This is an optimization exercise on Yosys and OpenROAD, whose aim is small area and a short achievable clock period, not a production implementation.
Only simulation tests tie the RTL to the original design; equivalence was not proved.

==> flow/design.v <==
module shared_ram_arbiter #(
    parameter int WIDTH      = 12,
    parameter int DEPTH      = 256,
    parameter int ADDR_WIDTH = $clog2(DEPTH),
    parameter int N_PORTS    = 4
) (
    input  logic                          clk,
    input  logic                          rst,
    input  logic [N_PORTS-1:0]            req,
    input  logic [N_PORTS-1:0]            wrEn,
    input  logic [N_PORTS*ADDR_WIDTH-1:0] addr,
    input  logic [N_PORTS*WIDTH-1:0]      dataIn,
    input  logic                          clrStart,
    output logic [N_PORTS-1:0]            grant,
    output logic [N_PORTS-1:0]            rdValid,
    output logic [WIDTH-1:0]              dataOut,
    output logic                          clrBusy
);
    localparam int LO_W = ADDR_WIDTH / 2;
    localparam int HI_W = ADDR_WIDTH - LO_W;
    localparam int LO_N = 1 << LO_W;
    localparam int HI_N = 1 << HI_W;
    logic                   clr_busy_q;
    logic [ADDR_WIDTH-1:0]  cnt_q;
    logic [N_PORTS-1:0]     rd_valid_q;
    logic [WIDTH-1:0]       data_out_q;
    logic [DEPTH*WIDTH-1:0] mem_q;
    logic [N_PORTS-1:0] before_q [N_PORTS];
    logic [N_PORTS-1:0] ahead    [N_PORTS];
    logic [N_PORTS-1:0] pick_g, pick, gw;
    logic               idle_ok;
    always_comb begin
        for (int i = 0; i < N_PORTS; i++)
            for (int j = 0; j < N_PORTS; j++)
                ahead[i][j] = (i < j) ? before_q[i][j] :
                              (i > j) ? !before_q[j][i] : 1'b0;
    end
    for (genvar i = 0; i < N_PORTS; i++) begin : g_pick
        shared_ram_arbiter_pick #(.N(N_PORTS)) u_g (
            .req_i (req[i]), .req (req), .ahead (ahead[i]), .y (pick_g[i]));
        shared_ram_arbiter_pick #(.N(N_PORTS)) u_s (
            .req_i (req[i]), .req (req), .ahead (ahead[i]), .y (pick[i]));
    end
    assign idle_ok = !clr_busy_q && !clrStart && !rst;
    assign grant   = pick_g & {N_PORTS{idle_ok}};
    assign gw      = pick & wrEn & {N_PORTS{idle_ok}};
    logic [N_PORTS-1:0] p_lo [LO_N];    
    logic [N_PORTS-1:0] p_hi [HI_N];
    always_comb begin
        for (int p = 0; p < N_PORTS; p++) begin
            for (int l = 0; l < LO_N; l++)
                p_lo[l][p] = addr[p*ADDR_WIDTH +: LO_W] == LO_W'(l);
            for (int h = 0; h < HI_N; h++)
                p_hi[h][p] = addr[p*ADDR_WIDTH + LO_W +: HI_W] == HI_W'(h);
        end
    end
    logic [LO_N-1:0]  r_lo, w_lo, ww_lo;
    logic [HI_N-1:0]  r_hi, w_hi, ww_hi;
    for (genvar l = 0; l < LO_N; l++) begin : g_lo
        shared_ram_arbiter_ao4 u_r (.d(p_lo[l]), .s(pick), .y(r_lo[l]));
        shared_ram_arbiter_ao4 u_w (.d(p_lo[l]), .s(gw),   .y(ww_lo[l]));
        assign w_lo[l] = ww_lo[l] | (clr_busy_q && cnt_q[LO_W-1:0] == LO_W'(l));
    end
    for (genvar h = 0; h < HI_N; h++) begin : g_hi
        shared_ram_arbiter_ao4 u_r (.d(p_hi[h]), .s(pick), .y(r_hi[h]));
        shared_ram_arbiter_ao4 u_w (.d(p_hi[h]), .s(gw),   .y(ww_hi[h]));
        assign w_hi[h] = ww_hi[h] | (clr_busy_q && cnt_q[ADDR_WIDTH-1:LO_W] == HI_W'(h));
    end
    logic [WIDTH-1:0] w_data;
    logic             rd_go;
    always_comb begin
        w_data = '0;
        rd_go  = 1'b0;
        for (int p = 0; p < N_PORTS; p++) begin
            w_data = w_data | (dataIn[p*WIDTH +: WIDTH] & {WIDTH{pick[p]}});
            rd_go  = rd_go  | (grant[p] & !wrEn[p]);
        end
        if (clr_busy_q) w_data = '0;
    end
    logic [WIDTH-1:0] data_out_d;
    for (genvar b = 0; b < WIDTH; b++) begin : g_rd
        logic [DEPTH-1:0] col;
        for (genvar k = 0; k < DEPTH; k++) begin : g_col
            assign col[k] = mem_q[k*WIDTH + b];
        end
        shared_ram_arbiter_rdsel u_sel (
            .d     (col),
            .lo    (r_lo),
            .hi_rd (r_hi & {HI_N{rd_go}}),
            .rd_n  (!rd_go),
            .hold  (data_out_q[b]),
            .q     (data_out_d[b])
        );
    end
    always_ff @(posedge clk or posedge rst) begin
        if (rst) begin
            for (int i = 0; i < N_PORTS; i++) before_q[i] <= '0;
            clr_busy_q <= 1'b0;
            cnt_q      <= '0;
            rd_valid_q <= '0;
            data_out_q <= '0;
        end else begin
            for (int g = 0; g < N_PORTS; g++)
                if (grant[g])
                    for (int i = 0; i < N_PORTS; i++)
                        for (int j = i + 1; j < N_PORTS; j++)
                            before_q[i][j] <= ((j - g - 1 + N_PORTS) % N_PORTS) <
                                              ((i - g - 1 + N_PORTS) % N_PORTS);
            if (clr_busy_q) begin
                cnt_q <= cnt_q + ADDR_WIDTH'(1);
                if (cnt_q == ADDR_WIDTH'(DEPTH - 1)) clr_busy_q <= 1'b0;
            end else if (clrStart) begin
                clr_busy_q <= 1'b1;
                cnt_q      <= '0;
            end
            rd_valid_q <= grant & ~wrEn;
            data_out_q <= data_out_d;
        end
    end
    logic [DEPTH*WIDTH-1:0] mem_d;
    for (genvar k = 0; k < DEPTH; k++) begin : g_word
        shared_ram_arbiter_wrsel #(.WIDTH(WIDTH)) u_wr (
            .q    (mem_q[k*WIDTH +: WIDTH]),
            .wd   (w_data),
            .lo_a (w_lo[k % LO_N]),
            .hi_a (w_hi[k / LO_N]),
            .lo_b (w_lo[k % LO_N]),
            .hi_b (w_hi[k / LO_N]),
            .d    (mem_d[k*WIDTH +: WIDTH])
        );
    end
    always_ff @(posedge clk) begin
        mem_q <= mem_d;
    end
    assign rdValid = rd_valid_q;
    assign dataOut = data_out_q;
    assign clrBusy = clr_busy_q;
endmodule
module shared_ram_arbiter_rdsel (
    input  logic [255:0] d,
    input  logic [15:0]  lo,
    input  logic [15:0]  hi_rd,
    input  logic         rd_n,
    input  logic         hold,
    output logic         q
);
    logic [63:0]  a2;    
    logic [31:0]  a3;    
    logic [15:0]  g;     
    logic [7:0]   b1;    
    logic [3:0]   b2;    
    logic [1:0]   b3;    
    logic         hk;    
    for (genvar i = 0; i < 64; i++) begin : g_a2
        shared_ram_arbiter_ao4 u (.d(d[4*i +: 4]), .s(lo[(4*i) % 16 +: 4]), .y(a2[i]));
    end
    for (genvar i = 0; i < 32; i++) begin : g_a3
        shared_ram_arbiter_nor2 u (.a(a2[2*i]), .b(a2[2*i+1]), .y(a3[i]));
    end
    for (genvar i = 0; i < 16; i++) begin : g_g
        shared_ram_arbiter_nand2 u (.a(a3[2*i]), .b(a3[2*i+1]), .y(g[i]));
    end
    for (genvar i = 0; i < 8; i++) begin : g_b1
        shared_ram_arbiter_aoi22 u (.a0(g[2*i]), .s0(hi_rd[2*i]),
                                    .a1(g[2*i+1]), .s1(hi_rd[2*i+1]), .y(b1[i]));
    end
    for (genvar i = 0; i < 4; i++) begin : g_b2
        shared_ram_arbiter_nand2 u (.a(b1[2*i]), .b(b1[2*i+1]), .y(b2[i]));
    end
    for (genvar i = 0; i < 2; i++) begin : g_b3
        shared_ram_arbiter_nor2 u (.a(b2[2*i]), .b(b2[2*i+1]), .y(b3[i]));
    end
    shared_ram_arbiter_nand2 u_hk (.a(hold), .b(rd_n), .y(hk));
    shared_ram_arbiter_nand3 u_q (.a(b3[0]), .b(b3[1]), .c(hk), .y(q));
endmodule
module shared_ram_arbiter_pick #(
    parameter int N = 4
) (
    input  logic         req_i,
    input  logic [N-1:0] req,
    input  logic [N-1:0] ahead,
    output logic         y
);
    assign y = req_i & ~|(req & ahead);
endmodule
module shared_ram_arbiter_ao4 (
    input  logic [3:0] d,
    input  logic [3:0] s,
    output logic       y
);
    assign y = |(d & s);
endmodule
module shared_ram_arbiter_aoi22 (
    input  logic a0, s0, a1, s1,
    output logic y
);
    assign y = ~((a0 & s0) | (a1 & s1));
endmodule
module shared_ram_arbiter_nand2 (
    input  logic a, b,
    output logic y
);
    assign y = ~(a & b);
endmodule
module shared_ram_arbiter_nor2 (
    input  logic a, b,
    output logic y
);
    assign y = ~(a | b);
endmodule
module shared_ram_arbiter_nand3 (
    input  logic a, b, c,
    output logic y
);
    assign y = ~(a & b & c);
endmodule
module shared_ram_arbiter_wrsel #(
    parameter int WIDTH = 12
) (
    input  logic [WIDTH-1:0] q,
    input  logic [WIDTH-1:0] wd,
    input  logic             lo_a,
    input  logic             hi_a,
    input  logic             lo_b,
    input  logic             hi_b,
    output logic [WIDTH-1:0] d
);
    logic we, we_n;
    assign we   = lo_a & hi_a;
    assign we_n = ~(lo_b & hi_b);
    assign d = (q & {WIDTH{we_n}}) | (wd & {WIDTH{we}});
endmodule
Settings: LEC_CHECK=0, CAP_MARGIN=20, CORE_MARGIN=2, CORE_UTILIZATION=60, SETUP_SLACK_MARGIN=3.0, SLEW_MARGIN=20, SYNTH_HIERARCHICAL=1; clock period 7.0 ns.
standard.sh (not shown) runs the stock make flow with config.mk's settings and CLKGATE_MAP_FILE= SYNTH_SCRIPT=/design/flow/synth_recipe.tcl, a recipe that flattens the netlist after the stock synthesis.
==> flow/flow/run.sh <==
#!/bin/bash
set -euo pipefail
bash standard.sh \
  'BUFFER_PORTS_ARGS=-buffer_cell sky130_fd_sc_hd__buf_2' \
  'CTS_ARGS=-sink_clustering_enable -repair_clock_nets -dont_use_dummy_load -buf_list sky130_fd_sc_hd__clkbuf_16 -sink_clustering_size 30 -sink_clustering_max_diameter 60' \
  finish > flow_make.log 2>&1
Then changed:
==> flow/flow/run.sh (replaced) <==
#!/bin/bash
set -euo pipefail
bash standard.sh \
  'BUFFER_PORTS_ARGS=-buffer_cell sky130_fd_sc_hd__buf_2' \
  'CTS_ARGS=-sink_clustering_enable -repair_clock_nets -dont_use_dummy_load -buf_list sky130_fd_sc_hd__clkbuf_8' \
  finish > flow_make.log 2>&1
Result: The changed run finished with timing, DRC and antenna clean; critical path depth goes down by 1; utilization went up by 0.27 points; setup slack degrades by 96 ps; cell area grows by about 0.43%; clock skew went up by 33 ps; count of clock-buffer cells in the layout rose by 312; sequential share of layout area went down by 0.21 points; first-iteration DRC count decreases by 13%; worst hold slack is worse by 140 ps; maximum frequency fell by 2.2%.

## afterwards: timing with drivers on the ports
No port has a modelled driver above. Below, the same layouts with a new extraction and two added sets of constraints. Step 1 (the two cells are an assumption about what drives the block):
set clk [get_ports {clk}]
set_driving_cell -lib_cell sky130_fd_sc_hd__clkbuf_16 $clk
set_driving_cell -lib_cell sky130_fd_sc_hd__buf_2 [delete_from_list [all_inputs] $clk]
Step 2 times the ports against the registers' clock, not the clock port: input delays grow and output delays shrink by t, the midpoint of the rising clock arrivals with the driver on. Slacks: no drivers / after step 1 / after step 2; pairs: no drivers / after step 1.
run	shift t [ns]	setup WS [ns]	worst setup path after step 2	clock arrival spread, ns	pins driven straight from the clock port
the first run	0.977	2.830 / 2.892 / 1.915	input to register	0.082 / 0.082	1
the second run	1.225	2.734 / 2.816 / 1.590	input to register	0.118 / 0.119	1
After both steps setup and hold are still met in every run listed. For the second run, which loses most, drivers alone change the setup slack by +0.082 ns; drivers and shift together by -1.144 ns.
